From an optimization exercise on the open Yosys and OpenROAD flow, aimed at small area; shortcuts taken in it are not production practice.
Function was checked by simulation only, so behaviour that the tests miss may differ from the original.
No activity file was given, so power comes from the tool's default toggle rates.

==> flow/design.v <==
package sccb_pkg;
  localparam logic       SCCB_ACK    = 1'b0;
  localparam logic       SCCB_NACK   = 1'b1;
  localparam logic [7:0] SCCB_DEF_ID = 8'h42;
  localparam int BIT_CNT_W = 4;
  localparam logic [BIT_CNT_W-1:0] BYTE_BITS = 4'd8;
  typedef logic [3:0] sccb_state_t;
  localparam sccb_state_t ST_IDLE      = 4'd0;
  localparam sccb_state_t ST_ID        = 4'd1;
  localparam sccb_state_t ST_ID_ACK    = 4'd2;
  localparam sccb_state_t ST_SUB       = 4'd3;
  localparam sccb_state_t ST_SUB_ACK   = 4'd4;
  localparam sccb_state_t ST_WDATA     = 4'd5;
  localparam sccb_state_t ST_WDATA_ACK = 4'd6;
  localparam sccb_state_t ST_RDATA     = 4'd7;
  localparam sccb_state_t ST_RDATA_ACK = 4'd8;
  localparam sccb_state_t ST_IGNORE    = 4'd9;
endpackage
module sccb_aoi3 (
  input  logic [2:0] d,
  input  logic [2:0] s,
  output logic       y_n
);
  assign y_n = ~|(d & s);
endmodule
module sccb_add8 (
  input  logic [7:0] a,
  input  logic [7:0] b,
  input  logic       ci,
  output logic [7:0] s
);
  logic [8:0] c;
  always_comb begin
    c[0] = ci;
    for (int i = 0; i < 8; i++) begin
      s[i]   = a[i] ^ b[i] ^ c[i];
      c[i+1] = (a[i] & b[i]) | (c[i] & (a[i] ^ b[i]));
    end
  end
endmodule
module sccb_sel (
  input  logic lo_n,
  input  logic hi_n,
  output logic sel
);
  assign sel = ~(lo_n | hi_n);
endmodule
module sccb_responder #(
  parameter logic [7:0] DEV_ID   = sccb_pkg::SCCB_DEF_ID,
  parameter int         FILT_LEN = 3
) (
  input  logic       CLK,
  input  logic       RST,
  input  logic       scl_i,
  input  logic       sda_i,
  input  logic [7:0] rd_addr,
  output logic       sda_oe,
  output logic       busy,
  output logic       wr_valid,
  output logic [7:0] wr_addr,
  output logic [7:0] wr_data,
  output logic [7:0] rd_data
);
  logic scl_lvl, scl_rise, scl_fall;
  logic sda_lvl, sda_rise, sda_fall;
  logic [1:0] pad;
  logic [1:0] f_s0, f_s1;
  logic [1:0] f_hist [FILT_LEN-1];
  logic [1:0] f_lvl, f_rise, f_fall;
  logic [1:0] f_chg;
  assign pad = {sda_i, scl_i};
  always_comb begin
    for (int i = 0; i < 2; i++) begin
      f_chg[i] = (f_s1[i] != f_lvl[i]);
      for (int k = 0; k < FILT_LEN - 1; k++)
        if (f_hist[k][i] != f_s1[i]) f_chg[i] = 1'b0;
    end
  end
  always_ff @(posedge CLK) begin
    f_s0 <= pad;
    f_s1 <= f_s0;
    f_hist[0] <= f_s1;
    for (int k = 1; k < FILT_LEN - 1; k++) f_hist[k] <= f_hist[k-1];
  end
  always_ff @(posedge CLK) begin
    if (RST) begin
      f_lvl  <= f_s1;
      f_rise <= '0;
      f_fall <= '0;
    end else begin
      f_lvl  <= f_lvl ^ f_chg;
      f_rise <= f_chg & f_s1;
      f_fall <= f_chg & ~f_s1;
    end
  end
  assign scl_lvl  = f_lvl[0];
  assign scl_rise = f_rise[0];
  assign scl_fall = f_fall[0];
  assign sda_lvl  = f_lvl[1];
  assign sda_rise = f_rise[1];
  assign sda_fall = f_fall[1];
  logic scl_edge, start, stop;
  assign scl_edge = scl_rise | scl_fall;
  assign start = sda_fall & scl_lvl & ~scl_edge;
  assign stop  = sda_rise & scl_lvl & ~scl_edge;
  sccb_pkg::sccb_state_t          state;
  logic [sccb_pkg::BIT_CNT_W-1:0] bitcnt;
  logic [7:0]           shreg;
  logic [7:0]           ptr;
  logic                 sda_oe_q;
  logic                 busy_q;
  logic                 wr_valid_q;
  logic [7:0]           wr_addr_q;
  logic [7:0]           wr_data_q;
  logic [7:0]           rd_data_q;
  logic                 rd_mode;
  logic                 mack;
  logic [7:0]           rf_rd;
  localparam int NPORT = 5;
  localparam int PSTEP = 52;
  logic [2047:0] ring;
  logic [7:0] off;
  logic       sweeping;
  logic [7:0] byte_in;
  logic       commit;
  logic       pend;
  logic [NPORT-1:0] fhit;
  logic       fany;
  logic [7:0] ftap;
  logic [7:0] wval;
  logic       wany;
  logic [7:0] fpos;
  logic [7:0] shadow;
  logic [7:0] hpos;
  logic [7:0] hraw;
  assign byte_in = {shreg[6:0], sda_lvl};
  assign commit  = ~RST & ~sweeping & scl_rise
                 & (state == sccb_pkg::ST_WDATA) & (bitcnt == 4'd7);
  logic fa_inc;
  assign fa_inc = (state == sccb_pkg::ST_RDATA);
  sccb_add8 u_fpos (.a(ptr), .b(off), .ci(fa_inc), .s(fpos));
  always_comb
    for (int k = 0; k < NPORT; k++) fhit[k] = (fpos == 8'(k * PSTEP));
  assign fany = |fhit;
  assign wany = sweeping | (pend & fany);
  assign wval = sweeping ? 8'h00 : wr_data_q;
  always_ff @(posedge CLK) begin
    ring <= {ring[2039:0], ring[2047:2040]};
    for (int k = 0; k < NPORT; k++)
      if (wany && (sweeping || fhit[k]))
        ring[k*PSTEP*8 +: 8] <= wval;
  end
  always_ff @(posedge CLK) begin
    if (RST)
      pend <= 1'b0;
    else if (commit)
      pend <= 1'b1;
    else if (fany)
      pend <= 1'b0;
  end
  always_ff @(posedge CLK) begin
    if (RST) begin
      sweeping <= 1'b1;
      off      <= '0;
    end else begin
      off <= off + 8'd1;
      if (off == 8'hFF) sweeping <= 1'b0;
    end
  end
  always_comb begin
    ftap = '0;
    for (int k = 0; k < NPORT; k++)
      if (fhit[k]) ftap = ftap | ring[k*PSTEP*8 +: 8];
  end
  always_ff @(posedge CLK) begin
    if (RST || sweeping)
      shadow <= '0;
    else if (fany)
      shadow <= ftap;
  end
  assign rf_rd = (ptr == wr_addr_q) ? wr_data_q : shadow;
  localparam int NGRP = 255 / 3;
  logic [15:0]  hsel_lo_n, hsel_hi_n;
  logic [255:0] hsel;
  sccb_add8 u_hpos (.a(rd_addr), .b(off), .ci(1'b0), .s(hpos));
  always_comb begin
    for (int i = 0; i < 16; i++) begin
      hsel_lo_n[i] = (hpos[3:0] != 4'(i));
      hsel_hi_n[i] = (hpos[7:4] != 4'(i));
    end
  end
  for (genvar i = 0; i < 256; i++) begin : g_sel
    sccb_sel u_sel (.lo_n(hsel_lo_n[i % 16]), .hi_n(hsel_hi_n[i / 16]), .sel(hsel[i]));
  end
  for (genvar b = 0; b < 8; b++) begin : g_hbit
    logic [255:0]  col;
    logic [NGRP:0] grp_n;
    for (genvar i = 0; i < 256; i++) begin : g_col
      assign col[i] = ring[i*8 + b];
    end
    for (genvar g = 0; g < NGRP; g++) begin : g_grp
      sccb_aoi3 u_aoi (.d(col[3*g +: 3]), .s(hsel[3*g +: 3]), .y_n(grp_n[g]));
    end
    assign grp_n[NGRP] = ~(col[255] & hsel[255]);
    assign hraw[b] = ~&grp_n;
  end
  always_ff @(posedge CLK) begin
    if (RST || sweeping)
      rd_data_q <= '0;
    else if (commit && rd_addr == ptr)
      rd_data_q <= byte_in;
    else if (rd_addr == wr_addr_q)
      rd_data_q <= wr_data_q;
    else
      rd_data_q <= hraw;
  end
  always_ff @(posedge CLK) begin
    wr_valid_q <= 1'b0;
    if (RST) begin
      state     <= sccb_pkg::ST_IDLE;
      bitcnt    <= '0;
      shreg     <= '0;
      ptr       <= '0;
      sda_oe_q  <= 1'b0;
      busy_q    <= 1'b0;
      wr_addr_q <= '0;
      wr_data_q <= '0;
      rd_mode   <= 1'b0;
      mack      <= sccb_pkg::SCCB_NACK;
    end else if (start) begin
      state    <= sccb_pkg::ST_ID;
      bitcnt   <= '0;
      sda_oe_q <= 1'b0;
      busy_q   <= 1'b1;
    end else if (stop) begin
      state    <= sccb_pkg::ST_IDLE;
      sda_oe_q <= 1'b0;
      busy_q   <= 1'b0;
    end else begin
      case (state)
        sccb_pkg::ST_ID, sccb_pkg::ST_SUB, sccb_pkg::ST_WDATA: begin
          if (scl_rise) begin
            shreg  <= byte_in;
            bitcnt <= bitcnt + 4'd1;
          end
          if (commit) begin
            wr_valid_q <= 1'b1;
            wr_addr_q  <= ptr;
            wr_data_q  <= byte_in;
            ptr        <= ptr + 8'd1;
          end
          if (scl_fall && bitcnt == sccb_pkg::BYTE_BITS) begin
            bitcnt   <= '0;
            sda_oe_q <= ~sccb_pkg::SCCB_ACK;
            if (state == sccb_pkg::ST_SUB) begin
              ptr   <= shreg;
              state <= sccb_pkg::ST_SUB_ACK;
            end else if (state == sccb_pkg::ST_WDATA) begin
              state <= sccb_pkg::ST_WDATA_ACK;
            end else if (shreg == DEV_ID) begin
              state <= sccb_pkg::ST_ID_ACK;
              rd_mode <= 1'b0;
            end else if (shreg == (DEV_ID | 8'h01)) begin
              state   <= sccb_pkg::ST_ID_ACK;
              rd_mode <= 1'b1;
            end else begin
              state    <= sccb_pkg::ST_IGNORE;
              sda_oe_q <= ~sccb_pkg::SCCB_NACK;
            end
          end
        end
        sccb_pkg::ST_ID_ACK: begin
          if (scl_fall) begin
            bitcnt   <= '0;
            sda_oe_q <= 1'b0;
            if (rd_mode) begin
              state    <= sccb_pkg::ST_RDATA;
              shreg    <= rf_rd;
              sda_oe_q <= ~rf_rd[7];
            end else begin
              state <= sccb_pkg::ST_SUB;
            end
          end
        end
        sccb_pkg::ST_SUB_ACK, sccb_pkg::ST_WDATA_ACK: begin
          if (scl_fall) begin
            bitcnt   <= '0;
            sda_oe_q <= 1'b0;
            state    <= sccb_pkg::ST_WDATA;
          end
        end
        sccb_pkg::ST_RDATA: begin
          if (scl_rise) bitcnt <= bitcnt + 4'd1;
          if (scl_fall) begin
            if (bitcnt == sccb_pkg::BYTE_BITS) begin
              bitcnt   <= '0;
              sda_oe_q <= 1'b0;
              ptr      <= ptr + 8'd1;
              state    <= sccb_pkg::ST_RDATA_ACK;
            end else begin
              sda_oe_q <= ~shreg[6];
              shreg    <= {shreg[6:0], 1'b0};
            end
          end
        end
        sccb_pkg::ST_RDATA_ACK: begin
          if (scl_rise) mack <= sda_lvl;
          if (scl_fall) begin
            if (mack == sccb_pkg::SCCB_ACK) begin
              state    <= sccb_pkg::ST_RDATA;
              bitcnt   <= '0;
              shreg    <= rf_rd;
              sda_oe_q <= ~rf_rd[7];
            end else begin
              state <= sccb_pkg::ST_IGNORE;
            end
          end
        end
        default: ;
      endcase
    end
  end
  assign sda_oe   = sda_oe_q & ~RST;
  assign busy     = busy_q;
  assign wr_valid = wr_valid_q;
  assign wr_addr  = wr_addr_q;
  assign wr_data  = wr_data_q;
  assign rd_data  = rd_data_q;
endmodule
Settings: LEC_CHECK=0, CAP_MARGIN=40, CORE_MARGIN=2, CORE_UTILIZATION=65, CTS_BUF_LIST=sky130_fd_sc_hd__clkbuf_8, CTS_CLUSTER_DIAMETER=50, CTS_CLUSTER_SIZE=20, PLACE_DENSITY=0.75, SLEW_MARGIN=30, SYNTH_HIERARCHICAL=1, SYNTH_MINIMUM_KEEP_SIZE=0; clock period 10.0 ns.
standard.sh (not shown) runs the stock make flow with config.mk's settings and CLKGATE_MAP_FILE= SYNTH_SCRIPT=/design/flow/synth_recipe.tcl, a recipe that flattens the netlist after the stock synthesis.
==> flow/flow/run.sh <==
#!/bin/bash
# The standard layout with two changes: the port buffers are made from the
# smallest buffer cell instead of the one buffer_ports picks by itself, and
# clock tree synthesis inserts no dummy loads. Each tool's output goes to
# ORFS's own logs under orfs/logs; make's output goes to make_finish.log here.
set -euo pipefail
bash standard.sh finish \
  "BUFFER_PORTS_ARGS=-buffer_cell sky130_fd_sc_hd__buf_1" \
  "CTS_ARGS=-sink_clustering_enable -repair_clock_nets -sink_clustering_size 20 -sink_clustering_max_diameter 50 -buf_list sky130_fd_sc_hd__clkbuf_8 -dont_use_dummy_load" \
  > make_finish.log 2>&1
Edit:
--- a/flow/design.v
+++ b/flow/design.v
@@ -22,30 +22,8 @@
   output logic       y_n
 );
   assign y_n = ~|(d & s);
 endmodule
-module sccb_add8 (
-  input  logic [7:0] a,
-  input  logic [7:0] b,
-  input  logic       ci,
-  output logic [7:0] s
-);
-  logic [8:0] c;
-  always_comb begin
-    c[0] = ci;
-    for (int i = 0; i < 8; i++) begin
-      s[i]   = a[i] ^ b[i] ^ c[i];
-      c[i+1] = (a[i] & b[i]) | (c[i] & (a[i] ^ b[i]));
-    end
-  end
-endmodule
-module sccb_sel (
-  input  logic lo_n,
-  input  logic hi_n,
-  output logic sel
-);
-  assign sel = ~(lo_n | hi_n);
-endmodule
 module sccb_responder #(
   parameter logic [7:0] DEV_ID   = sccb_pkg::SCCB_DEF_ID,
   parameter int         FILT_LEN = 3
 ) (
@@ -128,18 +106,18 @@
   logic       fany;
   logic [7:0] ftap;
   logic [7:0] wval;
   logic       wany;
+  logic [7:0] fa;
   logic [7:0] fpos;
   logic [7:0] shadow;
   logic [7:0] hpos;
   logic [7:0] hraw;
   assign byte_in = {shreg[6:0], sda_lvl};
   assign commit  = ~RST & ~sweeping & scl_rise
                  & (state == sccb_pkg::ST_WDATA) & (bitcnt == 4'd7);
-  logic fa_inc;
-  assign fa_inc = (state == sccb_pkg::ST_RDATA);
-  sccb_add8 u_fpos (.a(ptr), .b(off), .ci(fa_inc), .s(fpos));
+  assign fa   = (state == sccb_pkg::ST_RDATA) ? ptr + 8'd1 : ptr;
+  assign fpos = fa + off;
   always_comb
     for (int k = 0; k < NPORT; k++) fhit[k] = (fpos == 8'(k * PSTEP));
   assign fany = |fhit;
   assign wany = sweeping | (pend & fany);
@@ -179,19 +157,17 @@
       shadow <= ftap;
   end
   assign rf_rd = (ptr == wr_addr_q) ? wr_data_q : shadow;
   localparam int NGRP = 255 / 3;
-  logic [15:0]  hsel_lo_n, hsel_hi_n;
+  logic [15:0]  hsel_lo, hsel_hi;
   logic [255:0] hsel;
-  sccb_add8 u_hpos (.a(rd_addr), .b(off), .ci(1'b0), .s(hpos));
+  assign hpos = rd_addr + off;
   always_comb begin
     for (int i = 0; i < 16; i++) begin
-      hsel_lo_n[i] = (hpos[3:0] != 4'(i));
-      hsel_hi_n[i] = (hpos[7:4] != 4'(i));
+      hsel_lo[i] = (hpos[3:0] == 4'(i));
+      hsel_hi[i] = (hpos[7:4] == 4'(i));
     end
-  end
-  for (genvar i = 0; i < 256; i++) begin : g_sel
-    sccb_sel u_sel (.lo_n(hsel_lo_n[i % 16]), .hi_n(hsel_hi_n[i / 16]), .sel(hsel[i]));
+    for (int i = 0; i < 256; i++) hsel[i] = hsel_hi[i / 16] & hsel_lo[i % 16];
   end
   for (genvar b = 0; b < 8; b++) begin : g_hbit
     logic [255:0]  col;
     logic [NGRP:0] grp_n;
Effect: Critical path depth stays the same; design area rises slightly; clock-buffer cell count falls by 2; wire length rises by a few percent; utilization falls by 0.35 points; final cell count rises slightly; clock power hardly moves; hold slack got worse by 0.058 ns; clock skew rises by 0.032 ns; power stays flat; area after synthesis rises slightly; register-to-register slack improved by 0.06 ns; worst setup slack improved by 0.037 ns; via count rises by a few percent.

-- static timing again, ports no longer ideal --
How much do the figures lean on ideal ports? The routed layouts below were timed once more, with nothing changed but the port constraints.
Step 1, drivers: a clkbuf_16 drives CLK and a buf_2 each remaining input, both assumed.
Step 2 times the ports against the registers' clock, not the clock port: input delays grow and output delays shrink by t, the midpoint of the rising clock arrivals with the driver on.
a / b / c = ideal ports / drivers / drivers and shift; a / b = the first two.
run | t, ns | slack for setup (ns) | worst hold slack (ns)
the first run | 0.904 | 1.847 / 1.896 / 0.992 | 0.307 / 0.307 / 0.307
the second run | 0.904 | 1.884 / 1.936 / 1.032 | 0.248 / 0.248 / 0.248
After both steps setup and hold are still met in every run listed. The setup slack of the first run, which loses most, moves by +0.049 ns with the drivers and by -0.855 ns with both steps.
